Source: an optimization exercise on an open RTL-to-GDS flow (aim: small area). Production flows keep margins and buffers that such runs may drop.
Function was checked by simulation only, so behaviour that the tests miss may differ from the original.
Power figures rest on the tool's default switching activity, not on a simulated workload.

==> v29 <==
## packet_fifo_sf
module packet_fifo_sf #(
    parameter int DATA_W = 8,
    parameter int ADDR_W = 7,
    parameter int CNT_W  = 16
) (
    input  logic              clk,
    input  logic              rst,
    input  logic              wr_en,
    input  logic              wr_first,
    input  logic              wr_last,
    input  logic              wr_abort,
    input  logic [DATA_W-1:0] wr_data,
    input  logic              rd_ready,
    output logic              rd_valid,
    output logic [DATA_W-1:0] rd_data,
    output logic              rd_first,
    output logic              rd_last,
    output logic              empty,
    output logic              full,
    output logic [ADDR_W:0]   level,
    output logic [ADDR_W:0]   pkt_count,
    output logic [CNT_W-1:0]  drop_count
);
==> module packet_fifo_sf, before the edit <==
module packet_fifo_sf #(
    parameter int DATA_W = 8,
    parameter int ADDR_W = 7,
    parameter int CNT_W  = 16
) (
    input  logic              clk,
    input  logic              rst,
    input  logic              wr_en,
    input  logic              wr_first,
    input  logic              wr_last,
    input  logic              wr_abort,
    input  logic [DATA_W-1:0] wr_data,
    input  logic              rd_ready,
    output logic              rd_valid,
    output logic [DATA_W-1:0] rd_data,
    output logic              rd_first,
    output logic              rd_last,
    output logic              empty,
    output logic              full,
    output logic [ADDR_W:0]   level,
    output logic [ADDR_W:0]   pkt_count,
    output logic [CNT_W-1:0]  drop_count
);
    localparam int              DEPTH   = 1 << ADDR_W;
    localparam logic [ADDR_W:0] DEPTH_L = (ADDR_W+1)'(DEPTH);
    typedef enum logic [1:0] {IDLE, IN_PKT, DROP} wr_state_t;
    wr_state_t         state, state_nxt;
    logic [ADDR_W:0]   rd_ptr, commit_ptr, wr_ptr, wr_ptr_nxt;
    logic [ADDR_W:0]   base_ptr, base_level;
    logic [DATA_W+1:0] mem [DEPTH];
    logic              frame_err, accept, space_ok;
    logic              mem_we, commit, rd_load, rd_take_last;
    logic [1:0]        drop_add;
    logic [CNT_W:0]    drop_sum;
    assign base_ptr   = wr_first ? commit_ptr : wr_ptr;
    assign base_level = base_ptr - rd_ptr;
    assign space_ok   = (base_level != DEPTH_L);
    assign frame_err  = (state == IN_PKT) && wr_first;
    assign accept     = (state == IN_PKT) || wr_first;
    always_ff @(posedge clk or posedge rst) begin
        if (rst) state <= IDLE;
        else     state <= state_nxt;
    end
    always_comb begin
        state_nxt = state;
        if (wr_abort) begin
            state_nxt = IDLE;
        end else if (wr_en) begin
            if (accept)
                state_nxt = wr_last ? IDLE : (space_ok ? IN_PKT : DROP);
            else if (wr_last)
                state_nxt = IDLE;
        end
    end
    always_comb begin
        mem_we     = 1'b0;
        wr_ptr_nxt = wr_ptr;
        commit     = 1'b0;
        drop_add   = 2'd0;
        if (wr_abort) begin
            if (state == IN_PKT) begin
                wr_ptr_nxt = commit_ptr;
                drop_add   = 2'd1;
            end
        end else if (wr_en) begin
            if (!accept) begin
                drop_add = {1'b0, state == IDLE};
            end else if (!space_ok) begin
                wr_ptr_nxt = commit_ptr;
                drop_add   = frame_err ? 2'd2 : 2'd1;
            end else begin
                mem_we     = 1'b1;
                wr_ptr_nxt = base_ptr + 1'b1;
                commit     = wr_last;
                drop_add   = {1'b0, frame_err};
            end
        end
    end
    always_ff @(posedge clk) begin
        if (mem_we)
            mem[base_ptr[ADDR_W-1:0]] <= {wr_first, wr_last, wr_data};
    end
    assign rd_load      = (!rd_valid || rd_ready) && (rd_ptr != commit_ptr);
    assign rd_take_last = rd_valid && rd_ready && rd_last;
    assign drop_sum     = {1'b0, drop_count} + (CNT_W+1)'(drop_add);
    always_ff @(posedge clk or posedge rst) begin
        if (rst) begin
            wr_ptr     <= '0;
            commit_ptr <= '0;
            rd_ptr     <= '0;
            rd_valid   <= 1'b0;
            rd_first   <= 1'b0;
            rd_last    <= 1'b0;
            rd_data    <= '0;
            pkt_count  <= '0;
            drop_count <= '0;
        end else begin
            wr_ptr <= wr_ptr_nxt;
            if (commit)
                commit_ptr <= wr_ptr_nxt;
            if (rd_load) begin
                {rd_first, rd_last, rd_data} <= mem[rd_ptr[ADDR_W-1:0]];
                rd_valid <= 1'b1;
                rd_ptr   <= rd_ptr + 1'b1;
            end else if (rd_ready) begin
                rd_valid <= 1'b0;
            end
            case ({commit, rd_take_last})
                2'b10:   pkt_count <= pkt_count + 1'b1;
                2'b01:   pkt_count <= pkt_count - 1'b1;
                default: pkt_count <= pkt_count;
            endcase
            drop_count <= drop_sum[CNT_W] ? {CNT_W{1'b1}} : drop_sum[CNT_W-1:0];
        end
    end
    assign level = wr_ptr - rd_ptr;
    assign full  = (level == DEPTH_L);
    assign empty = (rd_ptr == commit_ptr) && !rd_valid;
endmodule
clock: 7.0 ns
lec_check: 0
cap_margin: 20
core_margin: 2
core_utilization: 40
slew_margin: 20
run.sh (not shown) runs the stock make flow with config.mk's settings and CLKGATE_MAP_FILE= SYNTH_SCRIPT=/design/flow/synth_recipe.tcl, a recipe that flattens the netlist after the stock synthesis.
==> inputs of v9, as changes to v29 <==
==> flow/design.v (replaced) <==
module packet_fifo_sf #(
    parameter int DATA_W = 8,
    parameter int ADDR_W = 7,
    parameter int CNT_W  = 16
) (
    input  logic              clk,
    input  logic              rst,
    input  logic              wr_en,
    input  logic              wr_first,
    input  logic              wr_last,
    input  logic              wr_abort,
    input  logic [DATA_W-1:0] wr_data,
    input  logic              rd_ready,
    output logic              rd_valid,
    output logic [DATA_W-1:0] rd_data,
    output logic              rd_first,
    output logic              rd_last,
    output logic              empty,
    output logic              full,
    output logic [ADDR_W:0]   level,
    output logic [ADDR_W:0]   pkt_count,
    output logic [CNT_W-1:0]  drop_count
);
    localparam int DEPTH = 1 << ADDR_W;
    logic              in_pkt, in_drop;
    logic [ADDR_W:0]   rd_ptr, commit_ptr, wr_ptr, wr_ptr_nxt;
    logic [ADDR_W:0]   base_ptr;
    logic [DATA_W:0]   mem [DEPTH];    
    logic [DATA_W:0]   rd_word;
    logic              nxt_first;      
    logic              frame_err, accept, space_ok, stored;
    logic              mem_we, commit, rd_load, rd_take_last, rd_avail;
    logic [1:0]        drop_add;
    logic [CNT_W:0]    drop_sum;
    assign base_ptr  = wr_first ? commit_ptr : wr_ptr;
    assign space_ok  = !((base_ptr[ADDR_W-1:0] == rd_ptr[ADDR_W-1:0]) &&
                         (base_ptr[ADDR_W] != rd_ptr[ADDR_W]));
    assign frame_err = in_pkt && wr_first;
    assign accept    = in_pkt || wr_first;
    assign stored    = wr_en && !wr_abort && accept;
    assign mem_we     = stored && space_ok;
    assign commit     = mem_we && wr_last;
    assign wr_ptr_nxt = mem_we ? base_ptr + 1'b1 :
                        ((wr_abort && in_pkt) || stored) ? commit_ptr : wr_ptr;
    always_comb begin
        drop_add = 2'd0;
        if (wr_abort)
            drop_add = {1'b0, in_pkt};
        else if (wr_en) begin
            if (!accept)
                drop_add = {1'b0, !in_drop};
            else if (!space_ok)
                drop_add = frame_err ? 2'd2 : 2'd1;
            else
                drop_add = {1'b0, frame_err};
        end
    end
    always_ff @(posedge clk or posedge rst) begin
        if (rst) begin
            in_pkt  <= 1'b0;
            in_drop <= 1'b0;
        end else if (wr_abort) begin
            in_pkt  <= 1'b0;
            in_drop <= 1'b0;
        end else if (wr_en) begin
            if (accept) begin
                in_pkt  <= !wr_last && space_ok;
                in_drop <= !wr_last && !space_ok;
            end else if (wr_last) begin
                in_pkt  <= 1'b0;
                in_drop <= 1'b0;
            end
        end
    end
    always_ff @(posedge clk) begin
        if (mem_we)
            mem[base_ptr[ADDR_W-1:0]] <= {wr_last, wr_data};
    end
    always_comb begin
        rd_word = '0;
        for (int i = 0; i < DEPTH; i++)
            rd_word = rd_word | (mem[i] & {(DATA_W+1){rd_ptr[ADDR_W-1:0] == ADDR_W'(i)}});
    end
    assign rd_avail     = (rd_ptr != commit_ptr);
    assign rd_load      = (!rd_valid || rd_ready) && rd_avail;
    assign rd_take_last = rd_valid && rd_ready && rd_last;
    assign drop_sum     = {1'b0, drop_count} + (CNT_W+1)'(drop_add);
    always_ff @(posedge clk or posedge rst) begin
        if (rst) begin
            wr_ptr     <= '0;
            commit_ptr <= '0;
            rd_ptr     <= '0;
            rd_valid   <= 1'b0;
            rd_first   <= 1'b0;
            rd_last    <= 1'b0;
            rd_data    <= '0;
            nxt_first  <= 1'b1;
            pkt_count  <= '0;
            drop_count <= '0;
        end else begin
            wr_ptr <= wr_ptr_nxt;
            if (commit)
                commit_ptr <= wr_ptr_nxt;
            if (rd_load) begin
                {rd_last, rd_data} <= rd_word;
                rd_first  <= nxt_first;
                nxt_first <= rd_word[DATA_W];
                rd_valid  <= 1'b1;
                rd_ptr    <= rd_ptr + 1'b1;
            end else if (rd_ready) begin
                rd_valid <= 1'b0;
            end
            case ({commit, rd_take_last})
                2'b10:   pkt_count <= pkt_count + 1'b1;
                2'b01:   pkt_count <= pkt_count - 1'b1;
                default: pkt_count <= pkt_count;
            endcase
            drop_count <= drop_sum[CNT_W] ? {CNT_W{1'b1}} : drop_sum[CNT_W-1:0];
        end
    end
    assign level = wr_ptr - rd_ptr;
    assign full  = (wr_ptr ^ rd_ptr) == {1'b1, {ADDR_W{1'b0}}};
    assign empty = !rd_avail && !rd_valid;
endmodule
==> run summary <==
- Critical path depth: v29 is higher than v9 (13).
- Total power: v29 is higher than v9 (24%).
- Combinational power: v29 is larger than v9 (100%).
- In v29 the sequential share of layout area is higher than in v9, by 0.97 points.
- Against v29, the core utilization of v9 is higher by 2.5 points.
- In v9 the routed wire length is higher than in v29, by about 80%.

-- static timing again, ports no longer ideal --
The flow's constraints put no driver on any port. The routed layouts listed below were extracted and timed again, unchanged, in two steps. Step 1 assumes that a clkbuf_16 drives the clock port and a buf_2 every other input. Step 2, shift: input delay + t, output delay - t, t = (earliest + latest rising clock arrival at the registers) / 2. This alone moves slack from input paths to output paths. Three values: no drivers, after step 1, after step 2; two values: the first two.
run	shift t [ns]	setup slack, ns	hold WS [ns]	clock arrival spread, ns	worst register clock-pin slew, ns
v29	0.818	1.066 / 0.871 / 0.053	0.479 / 0.479 / 0.479	0.040 / 0.039	0.07 / 0.07
v9	0.832	1.461 / 1.494 / 0.662	0.469 / 0.469 / 0.469	0.044 / 0.044	0.07 / 0.07
After both steps setup and hold are still met in every run listed. For v29, which loses most, drivers alone change the setup slack by -0.195 ns; drivers and shift together by -1.013 ns.
